Context: an optimization exercise on an open-source flow, tuned for small area. The choices shown serve that exercise and are no tape-out recipe. Function was checked by simulation only, so behaviour that the tests miss may differ from the original.

## awgn_clt_gen
module awgn_clt_gen (
    input  logic        clock,
    input  logic        rst_n,
    input  logic        init,
    input  logic        ce,
    input  logic [31:0] seed,
    input  logic        gain_we,
    input  logic [0:0]  gain_sel,
    input  logic [15:0] gain_val,
    output logic        x_en,
    output logic [31:0] awgn
);
Size: roughly 1,800 cells after synthesis, roughly 170 flip-flops, about 87 I/O pins.
export LEC_CHECK = 0
export ABC_AREA = 1
export CAP_MARGIN = 10
export CORE_MARGIN = 2
export CORE_UTILIZATION = 40
export CTS_BUF_LIST = sky130_fd_sc_hd__clkbuf_8
export SLEW_MARGIN = 10
create_clock -name core_clock -period 10.0 [get_ports {clock}]
standard.sh (not shown) runs the stock make flow with config.mk's settings and CLKGATE_MAP_FILE= SYNTH_SCRIPT=/design/flow/synth_recipe.tcl, a recipe that flattens the netlist after the stock synthesis.
==> flow/flow/run.sh <==
#!/bin/bash
# Own flow: the standard layout (standard.sh, unchanged synthesis), with every
# input and output port buffered by the smallest buffer (buf_1) instead of the
# default choice. Each tool's output goes to a log file here.
set -euo pipefail
export BUFFER_PORTS_ARGS="-buffer_cell sky130_fd_sc_hd__buf_1"
bash standard.sh > standard_flow.log 2>&1
Rerun with:
Settings changed: CAP_MARGIN 10 to 20, CTS_CLUSTER_DIAMETER from default to 120, CTS_CLUSTER_SIZE from default to 40, SLEW_MARGIN 10 to 20.
Setup slack gains 0.027 ns. Register-to-register slack gains 0.03 ns. Final area stays the same. Synthesized area is unchanged. Die area does not change. Synthesized cell count does not change. Via count is about the same.
Rerun with:
Settings changed: CORE_UTILIZATION 40 to 50, CTS_CLUSTER_DIAMETER 120 to default, CTS_CLUSTER_SIZE 40 to default.
The changed run completed with no timing, DRC or antenna violations.
Cell count came out lower by a few percent.
Wire length falls slightly.
Clock-buffer cell count fell by 1.
Cell area came out lower slightly.
Critical path depth drops by 2.
Die area fell by about a fifth.
Utilization rose by 11 points.
Global-route usage rises by 5.1 points.
Sequential share of layout area goes up by 0.10 points.
Rerun with:
Settings changed: CAP_MARGIN 20 to 0, CORE_UTILIZATION 50 to 40, SLEW_MARGIN 20 to 0.
Clock-buffer cell count rose by 1.
Global-route usage goes down by 5.1 points.
Sequential share of layout area fell by 0.10 points.
Die area grows by 24%.
Synthesized cell count does not change.
First-iteration DRC count is lower by 14%.
Final area goes up by 0.39%.
Setup slack gets worse by 0.044 ns.
Rerun with:
Settings changed: CAP_MARGIN 0 to 20, SLEW_MARGIN 0 to 20.
Effect:
- final area does not change
- via count is about the same
- routed wire length stays flat
- synthesized cell count stays the same
- core utilization does not change


== run 1 ==
awgn_clt_gen, a different RTL version from the one above (not shown whole).
Size in the first run: about 1900 cells after synthesis, roughly 170 flip-flops, ~16000 µm² of cells after synthesis.
Settings: LEC_CHECK=0, ABC_AREA=1, CAP_MARGIN=20, CORE_MARGIN=2, CORE_UTILIZATION=40, SLEW_MARGIN=20; clock period 10.0 ns.
run.sh (not shown) runs the stock make flow with config.mk's settings and CLKGATE_MAP_FILE= SYNTH_SCRIPT=/design/flow/synth_recipe.tcl, a recipe that flattens the netlist after the stock synthesis.
Stock flow here: none of the scripts above is used.
Inputs modified between run 1 and run 2:
Settings: setting CTS_BUF_LIST to sky130_fd_sc_hd__clkbuf_8 for the first time.
==> flow/flow/run.sh (new file) <==
#!/bin/bash
# Own flow: the standard layout (standard.sh, unchanged synthesis), with every
# input and output port buffered by the smallest buffer (buf_1) instead of the
# default choice. Each tool's output goes to a log file here.
set -euo pipefail
export BUFFER_PORTS_ARGS="-buffer_cell sky130_fd_sc_hd__buf_1"
bash standard.sh > standard_flow.log 2>&1
==> flow/standard.sh (new file) <==
#!/bin/bash
# synth_recipe.tcl (not shown) runs the flow's synth.tcl, then flattens the netlist and writes it again
# the make line also repeats each setting of config.mk as NAME=value (left out here)
make -C /OpenROAD-flow-scripts/flow DESIGN_CONFIG=/design/flow/config.mk WORK_HOME=/design/flow/orfs CLKGATE_MAP_FILE= SYNTH_SCRIPT=/design/flow/synth_recipe.tcl "${@:-finish}"
removed: flow/run.sh
Results
Run 2 completed every stage of the flow, and the final layout passed the timing, design-rule and antenna checks. In run 2 the non-clock buffer count turned out 3 higher than in run 1. Re hold slack: run 2 and run 1 aren't equal, and the higher value belongs to run 2. Looking at highest metal layer with signal wires, the met4 result is from run 2; the met5 one comes from run 1. Run 2 vs run 1: maximum clock frequency up in run 2. | number of antenna violations at the first check in global routing | lower: run 2 |. Diff run 1 -> run 2: count of clock-buffer cells in the layout essentially unchanged, share of the clock period used by the worst path after layout shows a reduction of 2.0 points, cell area after placement moved down. Run 2 ended with more worst setup slack than run 1.

static timing again, ports no longer ideal:
How much do the figures lean on ideal ports? The routed layouts below were timed once more, with nothing changed but the port constraints.
Step 1: set_driving_cell puts a clkbuf_16 on clock and a buf_2 on each other input, an assumption about the parent block.
Step 2 moves the port delays by t, midway between the first and last clock arrival at a register: inputs arrive t later, outputs are due t later. That takes back most of the time a late clock gives input paths.
Three values: ideal ports, drivers, drivers and shift; two values: the first two.
run	shift t [ns]	slack for setup (ns)	pins driven straight from the clock port
the first run of note 1	0.558	0.562 / 0.562 / 0.562	1
the second run of note 1	0.557	0.589 / 0.589 / 0.589	1
the third run of note 1	0.523	0.606 / 0.606 / 0.606	1
the fourth run of note 1	0.558	0.562 / 0.562 / 0.562	1
the fifth run of note 1	0.557	0.589 / 0.589 / 0.589	1
run 1	0.504	0.487 / 0.487 / 0.487	1
run 2	0.520	0.685 / 0.685 / 0.685	1
After both steps every run listed still meets setup and hold.
